Context: an optimization exercise on an open-source flow, tuned for small area, a short achievable clock period and few clock cycles per item. The choices shown serve that exercise and are no tape-out recipe.
Function was checked by simulation only, so behaviour that the tests miss may differ from the original.

Setup of the baseline:
// fraction_arithmetic_unit
module fraction_arithmetic_unit #(
   parameter int OPERAND_BITS = fau_pkg::OPERAND_BITS_DEF
) (
   input  logic clock,
   input  logic reset,
   input  logic req_tvalid,
   output logic req_tready,
   input  logic [((fau_pkg::TYPE_W + 4 * OPERAND_BITS + 7) / 8) * 8 - 1:0] req_tdata,
   output logic rsp_tvalid,
   input  logic rsp_tready,
   output logic [fau_pkg::RSP_TDATA_W-1:0] rsp_tdata
);
For scale: about 4,700 cells after synthesis, about 420 flip-flops, ~34,000 sq um of cells after synthesis.
Settings: LEC_CHECK=0, ABC_AREA=1, CAP_MARGIN=20, CORE_MARGIN=2, CORE_UTILIZATION=40, SLEW_MARGIN=20; clock period 12.0 ns.
run.sh (not shown) runs the stock make flow with config.mk's settings and CLKGATE_MAP_FILE= SYNTH_SCRIPT=/design/flow/synth_recipe.tcl, a recipe that flattens the netlist after the stock synthesis.
Testbench counts of the baseline, summed over its fixed seeds: cycles 25,160, items 1,280.
Setup changes, the baseline to the candidate
--- a/flow/design.v
+++ b/flow/design.v
@@ -201,17 +201,17 @@
       else if (y[5]) ctz8 = 4'd5;
       else if (y[6]) ctz8 = 4'd6;
       else if (y[7]) ctz8 = 4'd7;
       else ctz8 = 4'd8;
    endfunction
    logic [32:0] du, dv, sm, x, usrc, vsrc, ush, vsh;
    logic [3:0]  uamt, vamt;
    logic        use_sum;
-   logic        eq, uz, vz, u_gt, v_gt, fin;
+   logic        eq, uz, vz, u1, v1, u_gt, v_gt, fin;
    logic [32:0] n_neg, n_abs;
    fau_add #(.W(33), .ARCH(1)) u_neg (.a(~n_in), .b(33'd0), .cin(1'b1), .s(n_neg), .cout());
    assign n_abs = n_in[32] ? n_neg : n_in;
    fau_add #(.W(33), .ARCH(1)) u_du (.a(u), .b(~v), .cin(1'b1), .s(du), .cout());
    fau_add #(.W(33), .ARCH(1)) u_dv (.a(v), .b(~u), .cin(1'b1), .s(dv), .cout());
    fau_add #(.W(33), .ARCH(1)) u_sm (.a(u), .b(v), .cin(1'b0), .s(sm), .cout());
    always_comb begin
       x = u ^ v;
@@ -222,27 +222,29 @@
       usrc = !u[0] ? u : (use_sum ? sm : du);
       vsrc = !v[0] ? v : (use_sum ? sm : dv);
       uamt = !u[0] ? ctz8(u[7:0]) : (use_sum ? ctz8(~x[7:0]) : ctz8(x[7:0]));
       vamt = !v[0] ? ctz8(v[7:0]) : (use_sum ? ctz8(~x[7:0]) : ctz8(x[7:0]));
       ush = usrc >> uamt;
       vsh = vsrc >> vamt;
       u_gt = !du[32] && !eq;
       v_gt = du[32];
-      fin = uz || vz || (u[0] && v[0] && eq);
+      u1 = (u == 33'd1);
+      v1 = (v == 33'd1);
+      fin = uz || vz || u1 || v1 || (u[0] && v[0] && eq);
    end
    assign out_valid = (bstate == B_HOLD);
    assign take = avail && ((bstate == B_IDLE) || (out_valid && out_take));
    assign g_out = u[31:0];
    assign xn_out = xn;
    assign xd_out = xd;
    assign neg_out = neg;
    assign nz_out = uz;
    assign dz_out = vz;
-   assign g1_out = (u == 33'd1);
+   assign g1_out = u1 || v1;
    always_ff @(posedge clock) begin
       if (reset) begin
          bstate <= B_IDLE;
       end else begin
          if (take) begin
             bstate <= B_GCD;
          end else begin
             unique case (bstate)
@@ -306,17 +308,19 @@
    localparam logic [1:0] C_DIV  = 2'd2;
    localparam logic [1:0] C_OUT  = 2'd3;
    logic [1:0]  cstate;
    logic [3:0]  cnt;
    logic        prep;
    logic [1:0]  dn, dd;
    logic [31:0] g, g3, qn, qd;
    logic        neg, zd, g1;
-   assign in_take = in_valid && (cstate == C_IDLE);
+   logic        free;
+   assign free = (cstate == C_IDLE) || (cstate == C_OUT && rsp_tready);
+   assign in_take = in_valid && free;
    assign rsp_tvalid = (cstate == C_OUT);
    assign res_num = {neg, neg, qn};
    assign res_den = qd[30:0];
    assign zero_den = zd;
    function automatic logic [1:0] digit(input logic [1:0] r, input logic g1b);
       digit = g1b ? {r[1] ^ r[0], r[0]} : r;
    endfunction
    logic [31:0] mn, md, subn, subd, min_d, qn_fix;
@@ -340,51 +344,52 @@
    end
    always_ff @(posedge clock) begin
       prep <= 1'b0;
       if (reset) begin
          cstate <= C_IDLE;
          cnt <= 4'd0;
       end else begin
          unique case (cstate)
-            C_IDLE: if (in_valid) begin
-               if (nz_in || dz_in || (g1_in && !neg_in)) cstate <= C_OUT;
-               else begin
-                  cstate <= C_PREP;
-                  prep <= 1'b1;
-               end
-            end
+            C_IDLE: ;
             C_PREP: cstate <= g1 ? C_OUT : C_DIV;
             C_DIV: begin
                cnt <= (cnt == 4'd14) ? 4'd0 : cnt + 4'd1;
                if (cnt == 4'd14) cstate <= C_OUT;
             end
             C_OUT: if (rsp_tready) cstate <= C_IDLE;
             default: cstate <= C_IDLE;
          endcase
+         if (in_take) begin
+            if (nz_in || dz_in || (g1_in && !neg_in)) cstate <= C_OUT;
+            else begin
+               cstate <= C_PREP;
+               prep <= 1'b1;
+            end
+         end
       end
-      unique case (cstate)
-         C_IDLE: begin
+      if (in_take) begin
             dn <= 2'd1;
             dd <= 2'd1;
-            g <= g_in;
+            g <= g1_in ? 32'd1 : g_in;
             g1 <= g1_in;
             zd <= dz_in;
             neg <= neg_in && !nz_in;
             if (nz_in) begin
                qn <= 32'd0;
                qd <= dz_in ? 32'd0 : 32'd1;
             end else if (dz_in) begin
                qn <= neg_in ? 32'hffff_ffff : 32'd1;
                qd <= 32'd0;
             end else begin
                qn <= xn_in;
                qd <= xd_in;
             end
-         end
+      end else begin
+      unique case (cstate)
          C_PREP: begin
             g3 <= subd;
             if (neg) qn <= g1 ? ~subn : subn;
             dn <= digit(qn_fix[1:0], g[1]);
             dd <= digit(qd[1:0], g[1]);
          end
          C_DIV: begin
             dn <= digit(subn[3:2], g[1]);
@@ -394,16 +399,17 @@
                qd <= {2'b00, dd, subd[31:4]};
             end else begin
                qn <= {dn ^ {2{neg}}, subn[31:2]};
                qd <= {dd, subd[31:2]};
             end
          end
          default: ;
       endcase
+      end
    end
 endmodule
 module fraction_arithmetic_unit #(
    parameter int OPERAND_BITS = fau_pkg::OPERAND_BITS_DEF
 ) (
    input  logic clock,
    input  logic reset,
    input  logic req_tvalid,
--- outcome ---
Summary of the candidate over the baseline: first-pass GRT wire length picked up an extra about 3.7%, number of clock buffers in the layout now larger, smallest hold slack +0.0080 ns, maximum cell stage delay along the critical path increased 0.06 ns.
Looking at the reports, the candidate completed the entire flow and the layout it produced met the timing, DRC and antenna checks.
Summary: with the baseline as the reference, synthesized area per cell in the candidate moved down slightly.
Lower cell depth of the worst setup path goes to the candidate over the baseline.
The lower overall global routing resource usage of the candidate and the baseline is in the baseline.
Testbench counts of the candidate, summed over its fixed seeds: cycles 24,237, items 1,280.

* * *

Setup of birch:
fraction_arithmetic_unit, a different RTL version from the one above (not shown whole).
Size: ~3700 cells after synthesis, ~34000 um^2 of cells after synthesis.
clock: 12.0 ns
lec_check: 0
cap_margin: 20
core_margin: 2
core_utilization: 40
slew_margin: 20
Testbench counts of birch, summed over its fixed seeds: cycles 25,383, items 1,280.
What cedar does differently from birch at the input level:
--- a/flow/design.v
+++ b/flow/design.v
@@ -184,13 +184,12 @@
    output logic        neg_out,
    output logic        nz_out,     
    output logic        dz_out,     
    output logic        g1_out      
 );
    localparam logic [1:0] B_IDLE = 2'd0;
-   localparam logic [1:0] B_ABS  = 2'd1;
    localparam logic [1:0] B_GCD  = 2'd2;
    localparam logic [1:0] B_HOLD = 2'd3;
    logic [1:0]  bstate;
    logic [32:0] u, v;
    logic [31:0] xn, xd;
    logic        neg;
@@ -205,25 +204,28 @@
       else ctz8 = 4'd8;
    endfunction
    logic [32:0] du, dv, sm, x, usrc, vsrc, ush, vsh;
    logic [3:0]  uamt, vamt;
    logic        use_sum;
    logic        eq, uz, vz, u_gt, v_gt, fin;
+   logic [32:0] n_neg, n_abs;
+   fau_add #(.W(33), .ARCH(1)) u_neg (.a(~n_in), .b(33'd0), .cin(1'b1), .s(n_neg), .cout());
+   assign n_abs = n_in[32] ? n_neg : n_in;
    fau_add #(.W(33), .ARCH(1)) u_du (.a(u), .b(~v), .cin(1'b1), .s(du), .cout());
    fau_add #(.W(33), .ARCH(1)) u_dv (.a(v), .b(~u), .cin(1'b1), .s(dv), .cout());
    fau_add #(.W(33), .ARCH(1)) u_sm (.a(u), .b(v), .cin(1'b0), .s(sm), .cout());
    always_comb begin
       x = u ^ v;
       use_sum = x[1];
       eq = (x == 33'd0);
       uz = (u == 33'd0);
       vz = (v == 33'd0);
       usrc = !u[0] ? u : (use_sum ? sm : du);
       vsrc = !v[0] ? v : (use_sum ? sm : dv);
-      uamt = ctz8(usrc[7:0]);
-      vamt = ctz8(vsrc[7:0]);
+      uamt = !u[0] ? ctz8(u[7:0]) : (use_sum ? ctz8(~x[7:0]) : ctz8(x[7:0]));
+      vamt = !v[0] ? ctz8(v[7:0]) : (use_sum ? ctz8(~x[7:0]) : ctz8(x[7:0]));
       ush = usrc >> uamt;
       vsh = vsrc >> vamt;
       u_gt = !du[32] && !eq;
       v_gt = du[32];
       fin = uz || vz || (u[0] && v[0] && eq);
    end
@@ -238,50 +240,43 @@
    assign g1_out = (u == 33'd1);
    always_ff @(posedge clock) begin
       if (reset) begin
          bstate <= B_IDLE;
       end else begin
          if (take) begin
-            bstate <= B_ABS;
+            bstate <= B_GCD;
          end else begin
             unique case (bstate)
                B_IDLE: ;
-               B_ABS: bstate <= B_GCD;
                B_GCD: if (fin) bstate <= out_take ? B_IDLE : B_HOLD;
                B_HOLD: if (out_take) bstate <= B_IDLE;
                default: bstate <= B_IDLE;
             endcase
          end
       end
       if (take) begin
-         u <= n_in;
-         v <= 33'd0;
+         u <= n_abs;
+         v <= {2'b00, d_in};
+         xn <= n_abs[31:0];
          xd <= {1'b0, d_in};
          neg <= n_in[32];
       end else begin
          unique case (bstate)
-            B_ABS: begin
-               u <= neg ? dv : u;
-               xn <= neg ? dv[31:0] : u[31:0];
-               v <= {1'b0, xd};
-            end
             B_GCD: begin
-               if (!fin) begin
-                  if (!u[0] && !v[0]) begin
-                     u <= u >> 1;
-                     v <= v >> 1;
-                     xn <= xn >> 1;
-                     xd <= xd >> 1;
-                  end else if (!u[0]) begin
-                     u <= ush;
-                  end else if (!v[0]) begin
-                     v <= vsh;
-                  end else begin
-                     if (u_gt) u <= ush;
-                     if (v_gt) v <= vsh;
-                  end
+               if (!u[0] && !v[0]) begin
+                  u <= u >> 1;
+                  v <= v >> 1;
+                  xn <= xn >> 1;
+                  xd <= xd >> 1;
+               end else if (!u[0]) begin
+                  u <= ush;
+               end else if (!v[0]) begin
+                  v <= vsh;
+               end else begin
+                  if (u_gt) u <= ush;
+                  if (v_gt) v <= vsh;
                end
             end
             default: ;
          endcase
       end
    end
@@ -354,14 +349,14 @@
                   cstate <= C_PREP;
                   prep <= 1'b1;
                end
             end
             C_PREP: cstate <= g1 ? C_OUT : C_DIV;
             C_DIV: begin
-               cnt <= cnt + 4'd1;
-               if (cnt == 4'd15) cstate <= C_OUT;
+               cnt <= (cnt == 4'd14) ? 4'd0 : cnt + 4'd1;
+               if (cnt == 4'd14) cstate <= C_OUT;
             end
             C_OUT: if (rsp_tready) cstate <= C_IDLE;
             default: cstate <= C_IDLE;
          endcase
       end
       unique case (cstate)
@@ -389,14 +384,19 @@
             dn <= digit(qn_fix[1:0], g[1]);
             dd <= digit(qd[1:0], g[1]);
          end
          C_DIV: begin
             dn <= digit(subn[3:2], g[1]);
             dd <= digit(subd[3:2], g[1]);
-            qn <= {subn[31:2], 2'b00} >> 2 | {dn ^ {2{neg}}, 30'd0};
-            qd <= {subd[31:2], 2'b00} >> 2 | {dd, 30'd0};
+            if (cnt == 4'd14) begin
+               qn <= {{2{neg}}, dn ^ {2{neg}}, subn[31:4]};
+               qd <= {2'b00, dd, subd[31:4]};
+            end else begin
+               qn <= {dn ^ {2{neg}}, subn[31:2]};
+               qd <= {dd, subd[31:2]};
+            end
          end
          default: ;
       endcase
    end
 endmodule
 module fraction_arithmetic_unit #(
==> comparison <==
The total global routing track utilization in cedar sits 0.75 points below the value recorded for birch. Per the comparison of cedar with birch, worst-margin pin slew higher; distinct cell type count after synthesis lower.
Testbench counts of cedar, summed over its fixed seeds: cycles 24,272, items 1,280.

* * *

== exp/violet ==
Another version of the RTL of fraction_arithmetic_unit (not shown whole).
For scale: roughly 4800 cells after synthesis, roughly 430 flip-flops, about 150 I/O pins.
==> module fau_div, before the edit <==
module fau_div (
   input  logic        clock,
   input  logic        reset,
   input  logic        in_valid,
   output logic        in_take,
   input  logic [31:0] g_in,
   input  logic [31:0] xn_in,
   input  logic [31:0] xd_in,
   input  logic        neg_in,
   input  logic        nz_in,
   input  logic        dz_in,
   input  logic        g1_in,
   output logic        rsp_tvalid,
   input  logic        rsp_tready,
   output logic [33:0] res_num,
   output logic [30:0] res_den,
   output logic        zero_den
);
   localparam logic [1:0] C_IDLE = 2'd0;
   localparam logic [1:0] C_PREP = 2'd1;
   localparam logic [1:0] C_DIV  = 2'd2;
   localparam logic [1:0] C_OUT  = 2'd3;
   logic [1:0]  cstate;
   logic [3:0]  cnt;
   logic        prep;
   logic [1:0]  dn, dd;
   logic [2:0]  hn1, hd1;
   logic [31:0] g, g3, qn, qd;
   logic        neg, zd, g1;
   assign in_take = in_valid && (cstate == C_IDLE);
   assign rsp_tvalid = (cstate == C_OUT);
   assign res_num = {neg, neg, qn};
   assign res_den = qd[30:0];
   assign zero_den = zd;
   function automatic logic [1:0] digit(input logic [1:0] r, input logic g1b);
      digit = g1b ? {r[1] ^ r[0], r[0]} : r;
   endfunction
   function automatic logic [2:0] onehot(input logic [1:0] d);
      onehot = {d == 2'd3, d == 2'd2, d == 2'd1};
   endfunction
   logic [31:0] mn, md, subn, subd, min_d, qn_fix;
   fau_add #(.W(32), .ARCH(1)) u_subn (.a(qn), .b(~mn), .cin(1'b1), .s(subn), .cout());
   fau_add #(.W(32), .ARCH(1)) u_subd (.a(min_d), .b(~md), .cin(1'b1), .s(subd), .cout());
   always_comb begin
      unique case (dn)
         2'd0: mn = 32'd0;
         2'd1: mn = g;
         2'd2: mn = {g[30:0], 1'b0};
         default: mn = g3;
      endcase
      mn[31:16] = ({16{hn1[0]}} & g[31:16]) | ({16{hn1[1]}} & g[30:15]) | ({16{hn1[2]}} & g3[31:16]);
      unique case (dd)
         2'd0: md = 32'd0;
         2'd1: md = g;
         2'd2: md = {g[30:0], 1'b0};
         default: md = g3;
      endcase
      md[31:16] = ({16{hd1[0]}} & g[31:16]) | ({16{hd1[1]}} & g[30:15]) | ({16{hd1[2]}} & g3[31:16]);
      min_d = prep ? {g[29:0], 2'b00} : qd;
      qn_fix = neg ? subn : qn;
   end
   always_ff @(posedge clock) begin
      prep <= 1'b0;
      if (reset) begin
         cstate <= C_IDLE;
         cnt <= 4'd0;
      end else begin
         unique case (cstate)
            C_IDLE: if (in_valid) begin
               if (nz_in || dz_in || (g1_in && !neg_in)) cstate <= C_OUT;
               else begin
                  cstate <= C_PREP;
                  prep <= 1'b1;
               end
            end
            C_PREP: cstate <= g1 ? C_OUT : C_DIV;
            C_DIV: begin
               cnt <= (cnt == 4'd14) ? 4'd0 : cnt + 4'd1;
               if (cnt == 4'd14) cstate <= C_OUT;
            end
            C_OUT: if (rsp_tready) cstate <= C_IDLE;
            default: cstate <= C_IDLE;
         endcase
      end
      unique case (cstate)
         C_IDLE: begin
            dn <= 2'd1;
            dd <= 2'd1;
            hn1 <= 3'b001;
            hd1 <= 3'b001;
            g <= g1_in ? 32'd1 : g_in;
            g1 <= g1_in;
            zd <= dz_in;
            neg <= neg_in && !nz_in;
            if (nz_in) begin
               qn <= 32'd0;
               qd <= dz_in ? 32'd0 : 32'd1;
            end else if (dz_in) begin
               qn <= neg_in ? 32'hffff_ffff : 32'd1;
               qd <= 32'd0;
            end else begin
               qn <= xn_in;
               qd <= xd_in;
            end
         end
         C_PREP: begin
            g3 <= subd;
            if (neg) qn <= g1 ? ~subn : subn;
            dn <= digit(qn_fix[1:0], g[1]);
            dd <= digit(qd[1:0], g[1]);
            hn1 <= onehot(digit(qn_fix[1:0], g[1]));
            hd1 <= onehot(digit(qd[1:0], g[1]));
         end
         C_DIV: begin
            dn <= digit(subn[3:2], g[1]);
            dd <= digit(subd[3:2], g[1]);
            hn1 <= onehot(digit(subn[3:2], g[1]));
            hd1 <= onehot(digit(subd[3:2], g[1]));
            if (cnt == 4'd14) begin
               qn <= {{2{neg}}, dn ^ {2{neg}}, subn[31:4]};
               qd <= {2'b00, dd, subd[31:4]};
            end else begin
               qn <= {dn ^ {2{neg}}, subn[31:2]};
               qd <= {dd, subd[31:2]};
            end
         end
         default: ;
      endcase
   end
endmodule
export LEC_CHECK = 0
export ABC_AREA = 1
export CAP_MARGIN = 20
export CORE_MARGIN = 2
export CORE_UTILIZATION = 40
export SLEW_MARGIN = 20
create_clock -name core_clock -period 12.0 [get_ports {clock}]
Testbench counts of exp/violet, summed over its fixed seeds: cycles 24,412, items 1,280.
Here is what was changed in the inputs of exp/maple compared with exp/violet.
--- a/flow/design.v
+++ b/flow/design.v
@@ -321,10 +321,11 @@
    logic [3:0]  cnt;
    logic        prep;
    logic [1:0]  dn, dd;
-   logic [2:0]  hn1, hd1;
    logic [31:0] g, g3, qn, qd;
    logic        neg, zd, g1;
-   assign in_take = in_valid && (cstate == C_IDLE);
+   logic        free;
+   assign free = (cstate == C_IDLE) || (cstate == C_OUT && rsp_tready);
+   assign in_take = in_valid && free;
    assign rsp_tvalid = (cstate == C_OUT);
    assign res_num = {neg, neg, qn};
    assign res_den = qd[30:0];
@@ -332,9 +333,6 @@
    function automatic logic [1:0] digit(input logic [1:0] r, input logic g1b);
       digit = g1b ? {r[1] ^ r[0], r[0]} : r;
    endfunction
-   function automatic logic [2:0] onehot(input logic [1:0] d);
-      onehot = {d == 2'd3, d == 2'd2, d == 2'd1};
-   endfunction
    logic [31:0] mn, md, subn, subd, min_d, qn_fix;
    fau_add #(.W(32), .ARCH(1)) u_subn (.a(qn), .b(~mn), .cin(1'b1), .s(subn), .cout());
    fau_add #(.W(32), .ARCH(1)) u_subd (.a(min_d), .b(~md), .cin(1'b1), .s(subd), .cout());
@@ -345,14 +343,12 @@
          2'd2: mn = {g[30:0], 1'b0};
          default: mn = g3;
       endcase
-      mn[31:16] = ({16{hn1[0]}} & g[31:16]) | ({16{hn1[1]}} & g[30:15]) | ({16{hn1[2]}} & g3[31:16]);
       unique case (dd)
          2'd0: md = 32'd0;
          2'd1: md = g;
          2'd2: md = {g[30:0], 1'b0};
          default: md = g3;
       endcase
-      md[31:16] = ({16{hd1[0]}} & g[31:16]) | ({16{hd1[1]}} & g[30:15]) | ({16{hd1[2]}} & g3[31:16]);
       min_d = prep ? {g[29:0], 2'b00} : qd;
       qn_fix = neg ? subn : qn;
    end
@@ -363,13 +359,7 @@
          cnt <= 4'd0;
       end else begin
          unique case (cstate)
-            C_IDLE: if (in_valid) begin
-               if (nz_in || dz_in || (g1_in && !neg_in)) cstate <= C_OUT;
-               else begin
-                  cstate <= C_PREP;
-                  prep <= 1'b1;
-               end
-            end
+            C_IDLE: ;
             C_PREP: cstate <= g1 ? C_OUT : C_DIV;
             C_DIV: begin
                cnt <= (cnt == 4'd14) ? 4'd0 : cnt + 4'd1;
@@ -378,13 +368,17 @@
             C_OUT: if (rsp_tready) cstate <= C_IDLE;
             default: cstate <= C_IDLE;
          endcase
+         if (in_take) begin
+            if (nz_in || dz_in || (g1_in && !neg_in)) cstate <= C_OUT;
+            else begin
+               cstate <= C_PREP;
+               prep <= 1'b1;
+            end
+         end
       end
-      unique case (cstate)
-         C_IDLE: begin
+      if (in_take) begin
             dn <= 2'd1;
             dd <= 2'd1;
-            hn1 <= 3'b001;
-            hd1 <= 3'b001;
             g <= g1_in ? 32'd1 : g_in;
             g1 <= g1_in;
             zd <= dz_in;
@@ -399,20 +393,17 @@
                qn <= xn_in;
                qd <= xd_in;
             end
-         end
+      end else begin
+      unique case (cstate)
          C_PREP: begin
             g3 <= subd;
             if (neg) qn <= g1 ? ~subn : subn;
             dn <= digit(qn_fix[1:0], g[1]);
             dd <= digit(qd[1:0], g[1]);
-            hn1 <= onehot(digit(qn_fix[1:0], g[1]));
-            hd1 <= onehot(digit(qd[1:0], g[1]));
          end
          C_DIV: begin
             dn <= digit(subn[3:2], g[1]);
             dd <= digit(subd[3:2], g[1]);
-            hn1 <= onehot(digit(subn[3:2], g[1]));
-            hd1 <= onehot(digit(subd[3:2], g[1]));
             if (cnt == 4'd14) begin
                qn <= {{2{neg}}, dn ^ {2{neg}}, subn[31:4]};
                qd <= {2'b00, dd, subd[31:4]};
@@ -423,6 +414,7 @@
          end
          default: ;
       endcase
+      end
    end
 endmodule
 module fraction_arithmetic_unit #(
[summary]
- On multiplexer area fraction after synthesis, exp/maple and exp/violet are neck and neck.
- First-pass GRT wire length (exp/maple vs. exp/violet) decreases slightly
- exp/maple vs exp/violet: met3 routing resource usage after global routing up
- exp/maple has fewer flip-flops than exp/violet.
- exp/violet → exp/maple: critical path depth went down 11; share of synthesized cell area in full adder, half adder and majority cells held; post-detailed-route via-to-cell ratio held.
- Against exp/violet, exp/maple reports a register-to-register slack that is lower.
- exp/maple leaves less setup margin than exp/violet.
- Between exp/maple and exp/violet, the difference in final area is negligible.
Testbench counts of exp/maple, summed over its fixed seeds: cycles 24,237, items 1,280.

afterwards: timing with drivers on the ports:
Ports are ideal in the flow. The routed layouts listed here were re-timed in OpenROAD.
Step 1, drivers: a clkbuf_16 drives clock and a buf_2 each remaining input, both assumed.
Step 2 adds t to the input delays and takes it off the output delays; t is the mean of the earliest and latest rising clock arrival at the registers after step 1. Input paths then give back, and output paths get back, about the clock's delay inside the block.
a / b / c = ideal / step 1 / step 2; a / b = the first two.
| run | t, ns | slack for setup (ns) | worst register clock-pin slew, ns | pins driven straight from the clock port |
|---|---|---|---|---|
| the baseline | 0.663 | 6.184 / 6.184 / 6.184 | 0.07 / 0.07 | 1 |
| the candidate | 0.659 | 6.599 / 6.599 / 6.080 | 0.07 / 0.07 | 1 |
| birch | 0.686 | 5.179 / 5.179 / 5.179 | 0.08 / 0.08 | 1 |
| cedar | 0.647 | 5.472 / 5.472 / 5.472 | 0.07 / 0.07 | 1 |
| exp/violet | 0.645 | 6.584 / 6.584 / 6.584 | 0.07 / 0.07 | 1 |
| exp/maple | 0.654 | 6.332 / 6.332 / 6.231 | 0.07 / 0.07 | 1 |
After both steps setup and hold are still met in every run listed. For the candidate, which loses most, drivers alone change the setup slack by 0.000 ns; drivers and shift together by -0.519 ns.
